This design comes from an exercise in tuning for small area, a short achievable clock period and few clock cycles per item on the open sky130 flow, not from production work. Function was checked by simulation only, so behaviour that the tests miss may differ from the original.

`flow/design.v`:
```
`timescale 1ns / 1ps
package tic_pkg;
  localparam int BOUND_W  = 10;
  localparam int COUNT_W  = 17;
  localparam int RESULT_W = 49;
  localparam int SUM_W    = 64;
  typedef struct packed {
    logic                      bad;
    logic signed [BOUND_W-1:0] lower;
    logic signed [BOUND_W-1:0] upper;
    logic [COUNT_W-1:0]        count;
  } tic_job_t;
endpackage
`timescale 1ns / 1ps
module trapezoid_integral_of_cube #(
  parameter int unsigned MAX_INTERVALS  = 65536,
  parameter int unsigned OUT_FRAC_BITS  = 16,
  parameter int unsigned STEP_FRAC_BITS = 24
) (
  input  logic               clk_i,
  input  logic               rst_ni,
  input  logic               in_valid_i,
  output logic               in_stall_o,
  input  logic signed [9:0]  lower_bound_i,
  input  logic signed [9:0]  upper_bound_i,
  input  logic [16:0]        interval_count_i,
  output logic               out_valid_o,
  input  logic               out_stall_i,
  output logic signed [48:0] integral_value_o,
  output logic               bad_count_o
);
  localparam int W = 100;   
  typedef logic [W-1:0] vec_t;
  function automatic logic [2*W-1:0] csa3(input vec_t a, input vec_t b, input vec_t c);
    vec_t s, k;
    s = a ^ b ^ c;
    k = ((a & b) | (a & c) | (b & c)) << 1;
    csa3 = {k, s};
  endfunction
  function automatic vec_t add3(input vec_t a, input vec_t b, input vec_t c);
    logic [2*W-1:0] r1;
    r1 = csa3(a, b, c);
    add3 = r1[W-1:0] + r1[2*W-1:W];
  endfunction
  function automatic vec_t add4(input vec_t a, input vec_t b, input vec_t c, input vec_t d);
    logic [2*W-1:0] r1, r2;
    r1 = csa3(a, b, c);
    r2 = csa3(r1[W-1:0], r1[2*W-1:W], d);
    add4 = r2[W-1:0] + r2[2*W-1:W];
  endfunction
  function automatic vec_t add5(input vec_t a, input vec_t b, input vec_t c, input vec_t d,
                                input vec_t e);
    logic [2*W-1:0] r1, r2, r3;
    r1 = csa3(a, b, c);
    r2 = csa3(r1[W-1:0], r1[2*W-1:W], d);
    r3 = csa3(r2[W-1:0], r2[2*W-1:W], e);
    add5 = r3[W-1:0] + r3[2*W-1:W];
  endfunction
  function automatic vec_t add6(input vec_t a, input vec_t b, input vec_t c, input vec_t d,
                                input vec_t e, input vec_t f);
    logic [2*W-1:0] r1, r2, r3, r4;
    r1 = csa3(a, b, c);
    r2 = csa3(d, e, f);
    r3 = csa3(r1[W-1:0], r1[2*W-1:W], r2[W-1:0]);
    r4 = csa3(r3[W-1:0], r3[2*W-1:W], r2[2*W-1:W]);
    add6 = r4[W-1:0] + r4[2*W-1:W];
  endfunction
  function automatic vec_t add7(input vec_t a, input vec_t b, input vec_t c, input vec_t d,
                                input vec_t e, input vec_t f, input vec_t g);
    logic [2*W-1:0] r1, r2, r3, r4, r5;
    r1 = csa3(a, b, c);
    r2 = csa3(d, e, f);
    r3 = csa3(r1[W-1:0], r1[2*W-1:W], r2[W-1:0]);
    r4 = csa3(r2[2*W-1:W], g, r3[W-1:0]);
    r5 = csa3(r3[2*W-1:W], r4[W-1:0], r4[2*W-1:W]);
    add7 = r5[W-1:0] + r5[2*W-1:W];
  endfunction
  function automatic vec_t add9(input vec_t a, input vec_t b, input vec_t c, input vec_t d,
                                input vec_t e, input vec_t f, input vec_t g, input vec_t h,
                                input vec_t i);
    logic [2*W-1:0] r1, r2, r3, r4, r5, r6, r7;
    r1 = csa3(a, b, c);
    r2 = csa3(d, e, f);
    r3 = csa3(g, h, i);
    r4 = csa3(r1[W-1:0], r1[2*W-1:W], r2[W-1:0]);
    r5 = csa3(r2[2*W-1:W], r3[W-1:0], r3[2*W-1:W]);
    r6 = csa3(r4[W-1:0], r4[2*W-1:W], r5[W-1:0]);
    r7 = csa3(r6[W-1:0], r6[2*W-1:W], r5[2*W-1:W]);
    add9 = r7[W-1:0] + r7[2*W-1:W];
  endfunction
  logic               i_valid_q, q1_valid_q, q2_valid_q;
  logic               i_move, q1_move, f_take_any;
  logic signed [9:0]  i_lo_q, i_hi_q;
  logic [16:0]        i_cnt_q;
  assign q1_move = q1_valid_q && (!q2_valid_q || f_take_any);
  assign i_move  = i_valid_q && (!q1_valid_q || q1_move);
  always_ff @(posedge clk_i or negedge rst_ni) begin
    if (!rst_ni) begin
      i_valid_q  <= 1'b0;
      q1_valid_q <= 1'b0;
      q2_valid_q <= 1'b0;
    end else begin
      i_valid_q  <= i_valid_q ? !i_move : in_valid_i;
      if (!q1_valid_q || q1_move) q1_valid_q <= i_valid_q;
      if (!q2_valid_q || f_take_any) q2_valid_q <= q1_move;
    end
  end
  always_ff @(posedge clk_i) begin
    if (!i_valid_q) begin
      i_lo_q  <= lower_bound_i;
      i_hi_q  <= upper_bound_i;
      i_cnt_q <= interval_count_i;
    end
  end
  assign in_stall_o = i_valid_q;
  logic signed [10:0] p_diff;
  logic [4:0]         p_ln;
  logic               q1_neg_q, q1_lon_q, q1_hin_q, q1_bad_q;
  logic [9:0]         q1_mag_q, q1_al_q, q1_ah_q;
  logic signed [10:0] q1_ap_q;
  logic [18:0]        q1_a2_q;
  logic [16:0]        q1_n_q;
  logic [4:0]         q1_ln_q;
  logic [4:0]         p_lm, p_t;
  logic [3:0]         p_skip;
  logic [23:0]        p_rem0;
  logic               q2_neg_q, q2_lon_q, q2_hin_q, q2_bad_q;
  logic [9:0]         q2_al_q, q2_ah_q, q2_dvd_q;
  logic signed [10:0] q2_ap_q;
  logic [18:0]        q2_a2_q;
  logic [16:0]        q2_n_q, q2_rem_q;
  logic [3:0]         q2_skip_q;
  assign p_diff = 11'(i_hi_q) - 11'(i_lo_q);
  always_comb begin
    p_ln = 5'd0;
    for (int i = 0; i < 17; i++) if (i_cnt_q[i]) p_ln = 5'(i + 1);
  end
  always_ff @(posedge clk_i) begin
    if (!q1_valid_q || q1_move) begin
      q1_neg_q <= p_diff[10];
      q1_lon_q <= i_lo_q[9];
      q1_hin_q <= i_hi_q[9];
      q1_bad_q <= i_cnt_q == '0;
      q1_mag_q <= p_diff[10] ? 10'(-p_diff) : 10'(p_diff);
      q1_al_q  <= i_lo_q[9] ? 10'(-(11'(i_lo_q))) : 10'(i_lo_q);
      q1_ah_q  <= i_hi_q[9] ? 10'(-(11'(i_hi_q))) : 10'(i_hi_q);
      q1_ap_q  <= p_diff[10] ? -(11'(i_lo_q)) : 11'(i_lo_q);
      q1_a2_q  <= 19'(20'(i_lo_q) * 20'(i_lo_q));
      q1_n_q   <= (i_cnt_q > 17'd65536) ? 17'd65536 : i_cnt_q;
      q1_ln_q  <= p_ln;
    end
  end
  always_comb begin
    p_lm = 5'd0;
    for (int i = 0; i < 10; i++) if (q1_mag_q[i]) p_lm = 5'(i + 1);
    p_t    = q1_ln_q + 5'd9 - p_lm;
    p_skip = (p_t > 5'd14) ? 4'd14 : 4'(p_t);
    p_rem0 = {q1_mag_q, 14'd0} >> (5'd24 - 5'(p_skip));
  end
  always_ff @(posedge clk_i) begin
    if (!q2_valid_q || f_take_any) begin
      q2_neg_q  <= q1_neg_q;
      q2_lon_q  <= q1_lon_q;
      q2_hin_q  <= q1_hin_q;
      q2_bad_q  <= q1_bad_q;
      q2_al_q   <= q1_al_q;
      q2_ah_q   <= q1_ah_q;
      q2_ap_q   <= q1_ap_q;
      q2_a2_q   <= q1_a2_q;
      q2_n_q    <= q1_n_q;
      q2_dvd_q  <= q1_mag_q << p_skip;
      q2_rem_q  <= p_rem0[16:0];
      q2_skip_q <= p_skip;
    end
  end
  localparam logic [1:0] F_IDLE = 2'd0, F_DIV = 2'd1, F_DONE = 2'd2;
  logic               f_next_q;          
  logic               f_sel_q;           
  logic               w_take;
  logic [1:0]         f_take;
  logic [1:0]         f_state_q [2];
  logic [5:0]         f_step_q  [2];
  logic [4:0]         f_cs_q    [2];
  logic [16:0]        f_n_q     [2];
  logic [16:0]        f_rem_q   [2];
  logic [9:0]         f_dvd_q   [2];
  logic               f_bad_q   [2];
  logic               f_neg_q   [2];
  logic               f_lon_q   [2];
  logic               f_hin_q   [2];
  logic [9:0]         f_al_q    [2];
  logic [9:0]         f_ah_q    [2];
  logic signed [10:0] f_ap_q    [2];
  logic [18:0]        f_a2_q    [2];
  logic [18:0]        f_b2_q    [2];
  logic [27:0]        f_a3_q    [2];
  logic [27:0]        f_b3_q    [2];
  logic [33:0]        f_m_q     [2];
  logic [67:0]        f_p_q     [2];
  logic [W-1:0]       f_t_q     [2];
  logic signed [44:0] f_q_q     [2];
  logic [75:0]        f_g_q     [2];
  logic [51:0]        f_r_q     [2];
  assign f_take[0]  = q2_valid_q && !f_next_q
                   && ((f_state_q[0] == F_IDLE) || ((f_state_q[0] == F_DONE) && w_take && !f_sel_q));
  assign f_take[1]  = q2_valid_q && f_next_q
                   && ((f_state_q[1] == F_IDLE) || ((f_state_q[1] == F_DONE) && w_take && f_sel_q));
  assign f_take_any = |f_take;
  always_ff @(posedge clk_i or negedge rst_ni) begin
    if (!rst_ni) begin
      f_next_q <= 1'b0;
      f_sel_q  <= 1'b0;
    end else begin
      if (f_take_any) f_next_q <= !f_next_q;
      if (w_take) f_sel_q <= !f_sel_q;
    end
  end
  for (genvar u = 0; u < 2; u++) begin : g_front
    logic [17:0]  rem_sh;
    logic         q;
    logic [3:0]   bidx;
    logic [67:0]  p_inc;
    logic [W-1:0] t_inc, p_w, m_w;
    logic [75:0]  g_inc;
    logic         release_i;
    assign release_i = w_take && (f_sel_q == 1'(u));
    assign rem_sh = {f_rem_q[u], f_dvd_q[u][9]};
    assign q      = rem_sh >= {1'b0, f_n_q[u]};
    assign bidx   = (f_cs_q[u] < 5'd10) ? 4'(5'd9 - f_cs_q[u]) : 4'(5'd19 - f_cs_q[u]);
    assign p_w    = W'(f_p_q[u]);
    assign m_w    = W'(f_m_q[u]);
    assign p_inc  = (f_p_q[u] << 2) + {f_m_q[u], 2'b01};
    assign t_inc  = add5(f_t_q[u] << 3, p_w << 3, p_w << 2, m_w << 2, {m_w[W-2:0], 1'b1});
    assign g_inc  = 76'(add3(W'(f_g_q[u]) << 2, W'(f_q_q[u]) << 2, W'(f_ap_q[u])));
    always_ff @(posedge clk_i or negedge rst_ni) begin
      if (!rst_ni) begin
        f_state_q[u] <= F_IDLE;
      end else begin
        if (f_take[u]) begin
          f_state_q[u] <= q2_bad_q ? F_DONE : F_DIV;
        end else begin
          unique case (f_state_q[u])
            F_DIV:  if (f_step_q[u] == 6'd33) f_state_q[u] <= F_DONE;
            F_DONE: if (release_i) f_state_q[u] <= F_IDLE;
            default: ;
          endcase
        end
      end
    end
    always_ff @(posedge clk_i) begin
      if (f_take[u]) begin
        f_bad_q[u]  <= q2_bad_q;
        f_n_q[u]    <= q2_n_q;
        f_neg_q[u]  <= q2_neg_q;
        f_lon_q[u]  <= q2_lon_q;
        f_hin_q[u]  <= q2_hin_q;
        f_al_q[u]   <= q2_al_q;
        f_ah_q[u]   <= q2_ah_q;
        f_ap_q[u]   <= q2_ap_q;
        f_a2_q[u]   <= q2_a2_q;
        f_b2_q[u]   <= '0;
        f_a3_q[u]   <= '0;
        f_b3_q[u]   <= '0;
        f_dvd_q[u]  <= q2_dvd_q;
        f_rem_q[u]  <= q2_rem_q;
        f_step_q[u] <= 6'(q2_skip_q);
        f_cs_q[u]   <= '0;
        f_m_q[u]    <= '0;
        f_p_q[u]    <= '0;
        f_t_q[u]    <= '0;
        f_q_q[u]    <= '0;
        f_g_q[u]    <= '0;
        f_r_q[u]    <= '0;
      end else if (f_state_q[u] == F_DIV) begin
        f_step_q[u] <= f_step_q[u] + 6'd1;
        f_dvd_q[u]  <= f_dvd_q[u] << 1;
        f_rem_q[u]  <= q ? 17'(rem_sh - {1'b0, f_n_q[u]}) : rem_sh[16:0];
        f_m_q[u]    <= {f_m_q[u][32:0], q};
        f_p_q[u]    <= q ? p_inc : (f_p_q[u] << 2);
        f_t_q[u]    <= q ? t_inc : (f_t_q[u] << 3);
        f_q_q[u]    <= (f_q_q[u] <<< 1) + (q ? 45'(f_ap_q[u]) : 45'sd0);
        f_g_q[u]    <= q ? g_inc : (f_g_q[u] << 2);
        f_r_q[u]    <= (f_r_q[u] << 1) + (q ? 52'(f_a2_q[u]) : 52'd0);
        if (f_cs_q[u] < 5'd10) begin
          f_b2_q[u] <= (f_b2_q[u] << 1) + (f_ah_q[u][bidx] ? 19'(f_ah_q[u]) : 19'd0);
        end else if (f_cs_q[u] < 5'd20) begin
          f_a3_q[u] <= (f_a3_q[u] << 1) + (f_al_q[u][bidx] ? 28'(f_a2_q[u]) : 28'd0);
          f_b3_q[u] <= (f_b3_q[u] << 1) + (f_ah_q[u][bidx] ? 28'(f_b2_q[u]) : 28'd0);
        end
        if (f_cs_q[u] != 5'd20) f_cs_q[u] <= f_cs_q[u] + 5'd1;
      end
    end
  end
  logic               x_done, x_bad, x_neg;
  logic [16:0]        x_n;
  logic [33:0]        x_m;
  logic signed [28:0] x_a3s, x_b3s;
  logic [W-1:0]       x_t, x_g, x_r;
  always_comb begin
    x_done = f_state_q[f_sel_q] == F_DONE;
    x_bad  = f_bad_q[f_sel_q];
    x_neg  = f_neg_q[f_sel_q];
    x_n    = f_n_q[f_sel_q];
    x_m    = f_m_q[f_sel_q];
    x_a3s  = (f_lon_q[f_sel_q] ^ f_neg_q[f_sel_q]) ? -(29'(f_a3_q[f_sel_q])) : 29'(f_a3_q[f_sel_q]);
    x_b3s  = (f_hin_q[f_sel_q] ^ f_neg_q[f_sel_q]) ? -(29'(f_b3_q[f_sel_q])) : 29'(f_b3_q[f_sel_q]);
    x_t    = f_t_q[f_sel_q];
    x_g    = W'(f_g_q[f_sel_q]);
    x_r    = W'(f_r_q[f_sel_q]);
  end
  logic               w_active_q, w_first_q;
  logic [16:0]        w_rem_q;
  logic [W-1:0]       w_y_q, w_a_q, w_b_q, w_c_q, w_c28_q, w_c120_q, w_c560_q;
  logic signed [29:0] w_k_q;
  logic [33:0]        w_m_q;
  logic               w_bad_q;
  logic               w_last, w_issue, can_last;
  logic [W-1:0]       o1, o2, o3, y4, a4, b4, y8, a8, b8;
  logic               s1_valid_q, s1_first_q, s1_last_q, s1_bad_q;
  logic [11:0]        s1_mask_q;         
  logic signed [43:0] s1_c_q [4];
  logic [W-1:0]       s1_y4_q, s1_a4_q, s1_b4_q, s1_y8_q, s1_a8_q, s1_b8_q, s1_cc_q;
  logic signed [29:0] s1_k_q;
  logic [33:0]        s1_m_q;
  logic [W-1:0]       o5, o6, o7, o9, o10, o11, y12, a12, b12;
  logic signed [46:0] s1_sum;
  logic               s2_valid_q, s2_first_q, s2_last_q, s2_bad_q;
  logic [3:0]         s2_mask_q;         
  logic signed [43:0] s2_c_q [8];
  logic signed [46:0] s2_s_q;
  logic [W-1:0]       s2_y_q, s2_a_q, s2_b_q, s2_cc_q;
  logic [33:0]        s2_m_q;
  logic [W-1:0]       o13, o14, o15;
  logic signed [48:0] s2_sum;
  logic               s3_valid_q, s3_first_q, s3_last_q, s3_bad_q;
  logic signed [43:0] s3_c_q [4];
  logic signed [48:0] s3_s_q;
  logic [33:0]        s3_m_q;
  logic signed [61:0] acc_q, acc_next;
  logic               b_valid_q;         
  assign w_last   = w_rem_q <= 17'd16;
  assign can_last = !b_valid_q && !(s1_valid_q && s1_last_q) && !(s2_valid_q && s2_last_q)
                 && !(s3_valid_q && s3_last_q);
  assign w_issue  = w_active_q && (!w_last || can_last);
  assign w_take   = x_done && (!w_active_q || (w_issue && w_last));
  assign o1 = w_y_q + w_a_q;
  assign o2 = add3(w_y_q, w_a_q << 1, w_b_q);
  assign o3 = add6(w_y_q, w_a_q << 1, w_a_q, w_b_q << 1, w_b_q, w_c_q);
  assign y4 = add5(w_y_q, w_a_q << 2, w_b_q << 2, w_b_q << 1, w_c_q << 2);
  assign a4 = add4(w_a_q, w_b_q << 2, (w_c_q << 3) | W'(1), ~(w_c_q << 1));
  assign b4 = w_b_q + (w_c_q << 2);
  assign y8 = add5(w_y_q, w_a_q << 3, w_b_q << 5, ~(w_b_q << 2), (w_c28_q << 1) | W'(1));
  assign a8 = add3(w_a_q, w_b_q << 3, w_c28_q);
  assign b8 = w_b_q + (w_c_q << 3);
  always_ff @(posedge clk_i or negedge rst_ni) begin
    if (!rst_ni) begin
      w_active_q <= 1'b0;
      s1_valid_q <= 1'b0;
      s2_valid_q <= 1'b0;
      s3_valid_q <= 1'b0;
    end else begin
      w_active_q <= w_take || (w_active_q && !(w_issue && w_last));
      s1_valid_q <= w_issue;
      s2_valid_q <= s1_valid_q;
      s3_valid_q <= s2_valid_q;
    end
  end
  always_ff @(posedge clk_i) begin
    if (w_take) begin
      w_y_q     <= {x_a3s[27:0], 16'd0, {56{x_neg}}};
      w_a_q     <= add5(x_r << 49, x_r << 48, x_g << 25, x_g << 24, x_t);
      w_b_q     <= add4(x_g << 26, x_g << 25, x_t << 2, x_t << 1);
      w_c_q     <= (x_t << 2) + (x_t << 1);
      w_c28_q   <= add3(x_t << 7, x_t << 5, x_t << 3);
      w_c120_q  <= add4(x_t << 9, x_t << 7, x_t << 6, x_t << 4);
      w_c560_q  <= add4(x_t << 11, x_t << 10, x_t << 8, x_t << 5);
      w_rem_q   <= x_bad ? 17'd0 : x_n;
      w_k_q     <= 30'(x_b3s) - 30'(x_a3s);
      w_m_q     <= x_m;
      w_bad_q   <= x_bad;
      w_first_q <= 1'b1;
    end else if (w_issue) begin
      w_y_q     <= add5(w_y_q, w_a_q << 4, w_b_q << 7, ~(w_b_q << 3), w_c560_q | W'(1));
      w_a_q     <= add3(w_a_q, w_b_q << 4, w_c120_q);
      w_b_q     <= w_b_q + (w_c_q << 4);
      w_rem_q   <= w_rem_q - 17'd16;
      w_first_q <= 1'b0;
    end
  end
  always_ff @(posedge clk_i) begin
    s1_first_q <= w_first_q;
    s1_last_q  <= w_last;
    s1_bad_q   <= w_bad_q;
    s1_k_q     <= w_k_q;
    s1_m_q     <= w_m_q;
    s1_c_q[0]  <= (w_rem_q > 17'd0) ? w_y_q[W-1:W-44] : 44'sd0;
    s1_c_q[1]  <= (w_rem_q > 17'd1) ? o1[W-1:W-44] : 44'sd0;
    s1_c_q[2]  <= (w_rem_q > 17'd2) ? o2[W-1:W-44] : 44'sd0;
    s1_c_q[3]  <= (w_rem_q > 17'd3) ? o3[W-1:W-44] : 44'sd0;
    for (int j = 0; j < 12; j++) s1_mask_q[j] <= w_rem_q > 17'(j + 4);
    s1_y4_q    <= y4;
    s1_a4_q    <= a4;
    s1_b4_q    <= b4;
    s1_y8_q    <= y8;
    s1_a8_q    <= a8;
    s1_b8_q    <= b8;
    s1_cc_q    <= w_c_q;
  end
  assign o5  = s1_y4_q + s1_a4_q;
  assign o6  = add3(s1_y4_q, s1_a4_q << 1, s1_b4_q);
  assign o7  = add6(s1_y4_q, s1_a4_q << 1, s1_a4_q, s1_b4_q << 1, s1_b4_q, s1_cc_q);
  assign o9  = s1_y8_q + s1_a8_q;
  assign o10 = add3(s1_y8_q, s1_a8_q << 1, s1_b8_q);
  assign o11 = add6(s1_y8_q, s1_a8_q << 1, s1_a8_q, s1_b8_q << 1, s1_b8_q, s1_cc_q);
  assign y12 = add5(s1_y8_q, s1_a8_q << 2, s1_b8_q << 2, s1_b8_q << 1, s1_cc_q << 2);
  assign a12 = add4(s1_a8_q, s1_b8_q << 2, (s1_cc_q << 3) | W'(1), ~(s1_cc_q << 1));
  assign b12 = s1_b8_q + (s1_cc_q << 2);
  assign s1_sum = 47'(add5(W'(s1_c_q[0]), W'(s1_c_q[1]), W'(s1_c_q[2]), W'(s1_c_q[3]),
                           s1_first_q ? (W'(s1_k_q) << 15) : W'(0)));
  always_ff @(posedge clk_i) begin
    s2_first_q <= s1_first_q;
    s2_last_q  <= s1_last_q;
    s2_bad_q   <= s1_bad_q;
    s2_m_q     <= s1_m_q;
    s2_s_q     <= s1_sum;
    s2_c_q[0]  <= s1_mask_q[0] ? s1_y4_q[W-1:W-44] : 44'sd0;
    s2_c_q[1]  <= s1_mask_q[1] ? o5[W-1:W-44] : 44'sd0;
    s2_c_q[2]  <= s1_mask_q[2] ? o6[W-1:W-44] : 44'sd0;
    s2_c_q[3]  <= s1_mask_q[3] ? o7[W-1:W-44] : 44'sd0;
    s2_c_q[4]  <= s1_mask_q[4] ? s1_y8_q[W-1:W-44] : 44'sd0;
    s2_c_q[5]  <= s1_mask_q[5] ? o9[W-1:W-44] : 44'sd0;
    s2_c_q[6]  <= s1_mask_q[6] ? o10[W-1:W-44] : 44'sd0;
    s2_c_q[7]  <= s1_mask_q[7] ? o11[W-1:W-44] : 44'sd0;
    s2_mask_q  <= s1_mask_q[11:8];
    s2_y_q     <= y12;
    s2_a_q     <= a12;
    s2_b_q     <= b12;
    s2_cc_q    <= s1_cc_q;
  end
  assign o13 = s2_y_q + s2_a_q;
  assign o14 = add3(s2_y_q, s2_a_q << 1, s2_b_q);
  assign o15 = add6(s2_y_q, s2_a_q << 1, s2_a_q, s2_b_q << 1, s2_b_q, s2_cc_q);
  assign s2_sum = 49'(add9(W'(s2_s_q), W'(s2_c_q[0]), W'(s2_c_q[1]), W'(s2_c_q[2]),
                           W'(s2_c_q[3]), W'(s2_c_q[4]), W'(s2_c_q[5]), W'(s2_c_q[6]),
                           W'(s2_c_q[7])));
  always_ff @(posedge clk_i) begin
    s3_first_q <= s2_first_q;
    s3_last_q  <= s2_last_q;
    s3_bad_q   <= s2_bad_q;
    s3_m_q     <= s2_m_q;
    s3_s_q     <= s2_sum;
    s3_c_q[0]  <= s2_mask_q[0] ? s2_y_q[W-1:W-44] : 44'sd0;
    s3_c_q[1]  <= s2_mask_q[1] ? o13[W-1:W-44] : 44'sd0;
    s3_c_q[2]  <= s2_mask_q[2] ? o14[W-1:W-44] : 44'sd0;
    s3_c_q[3]  <= s2_mask_q[3] ? o15[W-1:W-44] : 44'sd0;
    if (s3_valid_q) acc_q <= acc_next;
  end
  assign acc_next = 62'(add6(s3_first_q ? W'(0) : W'(acc_q), W'(s3_s_q) << 1,
                              W'(s3_c_q[0]) << 1, W'(s3_c_q[1]) << 1, W'(s3_c_q[2]) << 1,
                              W'(s3_c_q[3]) << 1));
  localparam logic [1:0] T_IDLE = 2'd0, T_RUN = 2'd1, T_OUT = 2'd2;
  logic [1:0]         t_state_q;
  logic [3:0]         t_step_q;
  logic signed [61:0] t_x_q, t_r_q;
  logic [33:0]        t_m_q;
  logic [11:0]        t_low_q;
  logic               t_bad_q;
  logic               t_take, t_emit;
  logic signed [65:0] t_sum;
  logic [48:0]        t_val;
  logic               out_valid_q, bad_out_q;
  logic [48:0]        val_q;
  logic               t_idle, t_arrive, t_take_buf, t_take_new, b_load;
  logic signed [61:0] b_x_q;
  logic [33:0]        b_m_q;
  logic               b_bad_q;
  assign t_idle     = t_state_q == T_IDLE;
  assign t_arrive   = s3_valid_q && s3_last_q;
  assign t_take_buf = t_idle && b_valid_q;
  assign t_take_new = t_idle && !b_valid_q && t_arrive;
  assign b_load     = t_arrive && !t_take_new;
  assign t_take     = t_take_buf || t_take_new;
  assign t_emit = (t_state_q == T_OUT) && (!out_valid_q || !out_stall_i);
  assign t_sum  = 66'(add5(W'(t_r_q), t_m_q[0] ? W'(t_x_q) : W'(0),
                          t_m_q[1] ? (W'(t_x_q) << 1) : W'(0),
                          t_m_q[2] ? (W'(t_x_q) << 2) : W'(0),
                          t_m_q[3] ? (W'(t_x_q) << 3) : W'(0)));
  always_comb begin
    if (t_bad_q) begin
      t_val = '0;
    end else if (!((&t_r_q[61:37]) || !(|t_r_q[61:37]))) begin
      t_val = t_r_q[61] ? {1'b1, 48'd0} : {1'b0, {48{1'b1}}};
    end else begin
      t_val = {t_r_q[37:0], t_low_q[11:1]};
    end
  end
  always_ff @(posedge clk_i or negedge rst_ni) begin
    if (!rst_ni) begin
      t_state_q   <= T_IDLE;
      out_valid_q <= 1'b0;
      b_valid_q   <= 1'b0;
    end else begin
      unique case (t_state_q)
        T_IDLE: if (t_take) t_state_q <= (b_valid_q ? b_bad_q : s3_bad_q) ? T_OUT : T_RUN;
        T_RUN:  if (t_step_q == 4'd8) t_state_q <= T_OUT;
        T_OUT:  if (t_emit) t_state_q <= T_IDLE;
        default: t_state_q <= T_IDLE;
      endcase
      out_valid_q <= t_emit || (out_valid_q && out_stall_i);
      b_valid_q   <= b_load || (b_valid_q && !t_take_buf);
    end
  end
  always_ff @(posedge clk_i) begin
    if (b_load) begin
      b_x_q   <= acc_next;
      b_m_q   <= s3_m_q;
      b_bad_q <= s3_bad_q;
    end
    if (t_take) begin
      t_x_q    <= b_valid_q ? b_x_q : acc_next;
      t_m_q    <= b_valid_q ? b_m_q : s3_m_q;
      t_bad_q  <= b_valid_q ? b_bad_q : s3_bad_q;
      t_r_q    <= '0;
      t_low_q  <= '0;
      t_step_q <= '0;
    end else if (t_state_q == T_RUN) begin
      t_r_q    <= t_sum[65:4];
      t_low_q  <= {t_sum[3:0], t_low_q[11:4]};
      t_m_q    <= t_m_q >> 4;
      t_step_q <= t_step_q + 4'd1;
    end
    if (t_emit) begin
      val_q     <= t_val;
      bad_out_q <= t_bad_q;
    end
  end
  assign out_valid_o      = out_valid_q;
  assign integral_value_o = val_q;
  assign bad_count_o      = bad_out_q;
endmodule
```
`flow/run.sh`:
```
#!/bin/bash
# synth_recipe.tcl (not shown) runs the flow's synth.tcl, then flattens the netlist and writes it again
# the make line also repeats each setting of config.mk as NAME=value (left out here)
make -C /OpenROAD-flow-scripts/flow DESIGN_CONFIG=/design/flow/config.mk WORK_HOME=/design/flow/orfs CLKGATE_MAP_FILE= SYNTH_SCRIPT=/design/flow/synth_recipe.tcl finish
```
`flow/config.mk`:
```
export PLATFORM = sky130hd
export DESIGN_NAME = trapezoid_integral_of_cube
export DESIGN_NICKNAME = trapezoid_integral_of_cube
export VERILOG_FILES = /design/flow/design.v
export SDC_FILE = /design/flow/constraint.sdc
export NUM_CORES = 4
export LEC_CHECK = 0
export ABC_CLOCK_PERIOD_IN_PS = 3500
export CAP_MARGIN = 20
export CORE_MARGIN = 2
export CORE_UTILIZATION = 40
export SETUP_SLACK_MARGIN = 5
export SLEW_MARGIN = 20
```
`flow/constraint.sdc`:
```
create_clock -name core_clock -period 11.0 [get_ports {clk_i}]
set_input_delay 2.2000 -clock core_clock [delete_from_list [all_inputs] [get_ports {clk_i}]]
set_output_delay 2.2000 -clock core_clock [all_outputs]
set_load 0.01 [all_outputs]
```
==> run summary <==
Setup CP Type flip-flop to flip-flop; library cells used by synthesis 134; Vias/cell between 5 and 6; CP Data Required Time approximately 12 ns; clk latency of the worst-skew pair 1.19 ns; antenna-violating nets left 0; crit-path max FO 6; buffers added on ports 92; Yosys top cell by area sky130_fd_sc_hd__fa_1; final cell count without fillers approximately 64k; height of the die between 1000 and 1500 um; Max Clock Skew 0.1433 ns; post-synthesis to final-layout area growth 14.20%; Hold Path Origin s2_bad_q$_DFF_P_; CTS sink cnt 4,526; highest clock frequency the design can meet 155.2 MHz; area after detailed placement 477,700 sq um; CTS HTree Levels 6; count of hold buffers inserted by post-cts repair 0; maximum number of pins on one net before global-route repair 224; vias after detailed routing roughly 360k; netlist area before placement about 460,000 sq um; number of global-route vias before repair 366.9k; FF-to-FF End s1_y4_q[96]$_DFF_P_; wire length after detailed routing 1,536,000 um; Synthesized Nets 57.15k; total congestion overflow after global routing 0; crit path time final between 6 and 7 ns; root buffer selected by CTS sky130_fd_sc_hd__clkbuf_16; # Max-Cap Violations 0; share of the synthesized area in the top cell type 25.30%; share of layout cells above drive strength 1 about 11%; fill cell instance count of the final layout 109.2k; number of register bits inferred by synthesis ~4.5k; number of endpoints with negative hold slack in the final report 0; Reg clk slew, reported paths 0.06 ns; wire length of the first global-routing pass 2,277,000 um; clock buffer count from CTS 570; TritonCTS clock tree built; Synthesis Warnings 27; total I/O pin count 93; fraction of registers with async set/reset less than 1%; setup tns final 0 ns; WP data arrival between 7 and 8 ns; antenna violations before repair 117; area of the die 1,154,000 sq um; register area share after synthesis between 20% and 30%; number of buffers on the longest clock path 5; worst max-slew margin expressed relative to the limit 13.06%; largest cells by area after synthesis sky130_fd_sc_hd__fa_1 (25%), sky130_fd_sc_hd__dfxtp_1 (13%), sky130_fd_sc_hd__ha_1 (11%), sky130_fd_sc_hd__edfxtp_1 (9.6%), sky130_fd_sc_hd__a21oi_1 (4.3%); hold path cells 0; Initial Util between 40% and 50%; Global Route Usage Sum 25.95%; Detailed Route Iter0 Violations 29.58k; Net count, final ~58k; number of instances in the placed design 61.60k; class of the worst hold path flip-flop to flip-flop; startpoint types flip-flop; Syn Inst Count 47.36k; final-report max-slew violation count 0; final worst-path cycle share between 50% and 60%; drc violations 0; dominant synthesized flop cell sky130_fd_sc_hd__dfxtp_1; die width about 1100 um; number of enable-type register cells in the synthesized netlist 1,467; Setup violations, final 0; synthesized area per cell ~9.7 sq um; routed len/inst 23.96 um; CP endpoint kind flip-flop; detailed-placement wirelength estimate approximately 1,200,000 um; result of the run timing/DRC/antenna clean; pin slew with the least headroom to its limit 1.304 ns; core region area 1,144,000 sq um; Worst Reg2Reg Path Length in Cells 24; Site Rows 393; final estimated routing congestion in global placement between 0.9 and 1; setup repair after global routing missed its margin yes; drt pass-1 iters 7; worst hold endpoint s3_bad_q$_DFF_P_; worst reg-to-reg setup slack 4.56 ns; post-route cell area between 500,000 and 600,000 sq um; R2R Path Start w_b_q[3]$_DFFE_PP_
==> kinds of logic (layout without fill, tap and decap cells) <==
family	Yosys count	count (layout)	share of synthesized area, %
and+or+nand+nor	10810	10810	11.49
DFF	4526	4526	22.99
muxes	474	476	1.132
buffers and inverters	6123	7621	5.039
xor gates and xnor gates	3259	3259	6.231
AOI/OAI and AO/OA	12420	12420	17.01
other	0	54	0
adders and majority gates	9751	9751	36.11
==> placed cells by master, fill, tap and decap left out, types with 176 or more instances in the layout <==
| cell type | instances |
|---|---|
| sky130_fd_sc_hd__a21o_1 | 2287 |
| sky130_fd_sc_hd__o21ai_0 | 2447 |
| sky130_fd_sc_hd__a21oi_2 | 202 |
| sky130_fd_sc_hd__mux2i_1 | 176 |
| sky130_fd_sc_hd__nor2b_1 | 507 |
| sky130_fd_sc_hd__buf_4 | 1525 |
| sky130_fd_sc_hd__fa_1 | 5740 |
| sky130_fd_sc_hd__o21a_1 | 337 |
| sky130_fd_sc_hd__o21ai_1 | 276 |
| sky130_fd_sc_hd__o21bai_1 | 513 |
| sky130_fd_sc_hd__nand4_1 | 703 |
| sky130_fd_sc_hd__a21oi_1 | 3668 |
| sky130_fd_sc_hd__xor2_1 | 1243 |
| sky130_fd_sc_hd__ha_4 | 183 |
| sky130_fd_sc_hd__dfxtp_2 | 197 |
| sky130_fd_sc_hd__ha_1 | 3657 |
| sky130_fd_sc_hd__buf_6 | 179 |
| sky130_fd_sc_hd__nor2_1 | 2318 |
| sky130_fd_sc_hd__nand2_1 | 2985 |
| sky130_fd_sc_hd__dfxtp_1 | 2720 |
| sky130_fd_sc_hd__xnor2_1 | 1930 |
| sky130_fd_sc_hd__and2_1 | 733 |
| sky130_fd_sc_hd__nor3_1 | 468 |
| sky130_fd_sc_hd__clkbuf_16 | 606 |
| sky130_fd_sc_hd__a31oi_1 | 315 |
| sky130_fd_sc_hd__nand2b_1 | 489 |
| sky130_fd_sc_hd__a211oi_1 | 248 |
| sky130_fd_sc_hd__nand3_1 | 1193 |
| sky130_fd_sc_hd__edfxtp_1 | 1467 |
| sky130_fd_sc_hd__and3_1 | 396 |
| sky130_fd_sc_hd__inv_1 | 4558 |
==> stage by stage <==
step                      worst slack (ns)  util [%]  hold slack, ns
after floorplan                      4.057         -          0.3096
after global placement               2.277     41.76          0.3102
after detailed placement             2.534     41.76          0.3121
after CTS                            4.663     44.81          0.3069
after global routing                 4.463     45.75          0.3207
final                                4.556     45.76          0.3103
==> cell type report <==
cell class	instances	area [sq um]	share of cell area [%]
timing repair inverter	1	3.754	0.0007172
timing repair buffer	1971	17980	3.436
antenna	54	135.1	0.02582
inverter	4614	17410	3.326
clock buffer	726	15900	3.039
sequential	4526	106100	20.27
clock inverter	309	3832	0.7322
tap	15210	19030	3.635
multi-input combinational	36710	343000	65.53
==> sequential cells by signal (all words and copies together), names as in the netlist, 99 cells and up <==
register  cells
s1_c_q      176
s2_c_q      352
s1_y8_q     100
s1_a4_q      99
s1_y4_q      99
w_y_q       100
s2_a_q      100
w_a_q        99
f_g_q       150
f_p_q       132
s3_c_q      176
f_t_q       200
s2_y_q      100
s1_a8_q     100
w_b_q        99
f_r_q       104
==> Yosys cell counts, types with 87 or more instances <==
library cell,instances
sky130_fd_sc_hd__nand4_1,703
sky130_fd_sc_hd__fa_1,5793
sky130_fd_sc_hd__buf_1,91
sky130_fd_sc_hd__xnor2_1,1977
sky130_fd_sc_hd__nor2b_1,525
sky130_fd_sc_hd__a31oi_1,374
sky130_fd_sc_hd__o211ai_1,171
sky130_fd_sc_hd__a21boi_0,105
sky130_fd_sc_hd__edfxtp_1,1467
sky130_fd_sc_hd__mux2_2,265
sky130_fd_sc_hd__and4_1,108
sky130_fd_sc_hd__nor2_1,2389
sky130_fd_sc_hd__or3_1,167
sky130_fd_sc_hd__o21ai_1,185
sky130_fd_sc_hd__and3_1,410
sky130_fd_sc_hd__nor3_1,507
sky130_fd_sc_hd__clkbuf_1,1335
sky130_fd_sc_hd__nand3_1,1224
sky130_fd_sc_hd__a221oi_1,87
sky130_fd_sc_hd__dfxtp_1,3042
sky130_fd_sc_hd__nand2b_1,500
sky130_fd_sc_hd__ha_1,3955
sky130_fd_sc_hd__a21o_1,2294
sky130_fd_sc_hd__and2_1,747
sky130_fd_sc_hd__o31ai_1,163
sky130_fd_sc_hd__o21a_1,355
sky130_fd_sc_hd__o21ai_0,2706
sky130_fd_sc_hd__mux2i_1,200
sky130_fd_sc_hd__nand2_1,3036
sky130_fd_sc_hd__o21bai_1,527
sky130_fd_sc_hd__a211oi_1,311
sky130_fd_sc_hd__nor4_1,125
sky130_fd_sc_hd__a21oi_1,3917
sky130_fd_sc_hd__xor2_1,1281
sky130_fd_sc_hd__o22ai_1,92
sky130_fd_sc_hd__inv_1,4603
==> worst max-delay path, cell delays in order (launching register included) <==
cell                        delay [ns]
sky130_fd_sc_hd__edfxtp_1         0.43
sky130_fd_sc_hd__buf_6            0.15
sky130_fd_sc_hd__buf_12           0.13
sky130_fd_sc_hd__fa_1             0.51
sky130_fd_sc_hd__fa_1             0.45
sky130_fd_sc_hd__fa_1             0.55
sky130_fd_sc_hd__inv_2            0.05
sky130_fd_sc_hd__fa_2             0.38
sky130_fd_sc_hd__nor2b_4          0.15
sky130_fd_sc_hd__o31ai_4          0.08
sky130_fd_sc_hd__a2111oi_4        0.35
sky130_fd_sc_hd__buf_4            0.19
sky130_fd_sc_hd__o211ai_1         0.21
sky130_fd_sc_hd__a2111oi_2        0.42
sky130_fd_sc_hd__buf_4            0.27
sky130_fd_sc_hd__a2bb2oi_4        0.30
sky130_fd_sc_hd__a311o_1          0.33
sky130_fd_sc_hd__o211ai_4         0.15
sky130_fd_sc_hd__nor3_2           0.19
sky130_fd_sc_hd__o221a_2          0.31
sky130_fd_sc_hd__a31oi_4          0.12
sky130_fd_sc_hd__nor4_4           0.15
sky130_fd_sc_hd__o31a_1           0.21
sky130_fd_sc_hd__o41ai_2          0.08
sky130_fd_sc_hd__xnor2_1          0.14
==> worst max path at each step <==
stage                            start                         to  slack, ns  depth (start not counted)
3_5_place_dp       f_sel_q$_DFFE_PN0P_        w_k_q[27]$_DFFE_PP_       2.53                         22
6_report            w_b_q[3]$_DFFE_PP_        s1_y4_q[96]$_DFF_P_       4.56                         24
5_1_grt            f_sel_q$_DFFE_PN0P_     w_c560_q[95]$_DFFE_PP_       4.46                         24
4_1_cts            f_sel_q$_DFFE_PN0P_        w_b_q[93]$_DFFE_PP_       4.66                         17
3_3_place_gp       f_sel_q$_DFFE_PN0P_        w_k_q[27]$_DFFE_PP_       2.28                         22
2_1_floorplan  f_ap_q[1][10]$_DFFE_PP_  f_g_q[1][72]$_SDFFE_PP0P_       4.06                         18
==> routing by layer <==
| layer | part of all wire, % | GRT usage (%) |
|---|---|---|
| met4 | 4.9 | 10.28 |
| met2 | 45 | 41.62 |
| met1 | 44 | 35.59 |
| met3 | 6.7 | 3.483 |
| met5 | 0.013 | 0 |
==> timing repair <==
| item | 4_1_cts | 5_1_grt |
|---|---|---|
| buffers inserted | 834 | 555 |
| pin swaps | 508 | 803 |
| endpoints found under the hold margin | 0 | 0 |
| cloned | 22 | 17 |
| gates resized for setup | 1679 | 1394 |
| setup endpoints to repair | 1612 | 1210 |
Testbench counts, summed over its fixed seeds: cycles 13,354, items 384.

-- afterwards: timing with drivers on the ports --
The flow's constraints put no driver on any port. The routed layout listed below was extracted and timed again, unchanged, in two steps.
Step 1 sets driving cells, clkbuf_16 on the clock port and buf_2 on the other inputs (assumed; they add their load-dependent delay and slew).
Step 2 also shifts input and output timing later by t, the mid clock arrival at the registers, as if the neighbouring blocks saw the same clock.
a / b / c = ideal ports / drivers / drivers and shift; a / b = the first two.
t, ns: 1.276
setup WS [ns]: 4.556 / 4.556 / 4.556
worst slew at a driven data input, ns: 0.04
After both steps this run still meets setup and hold. For this run, drivers alone change the setup slack by 0.000 ns; drivers and shift together by 0.000 ns.
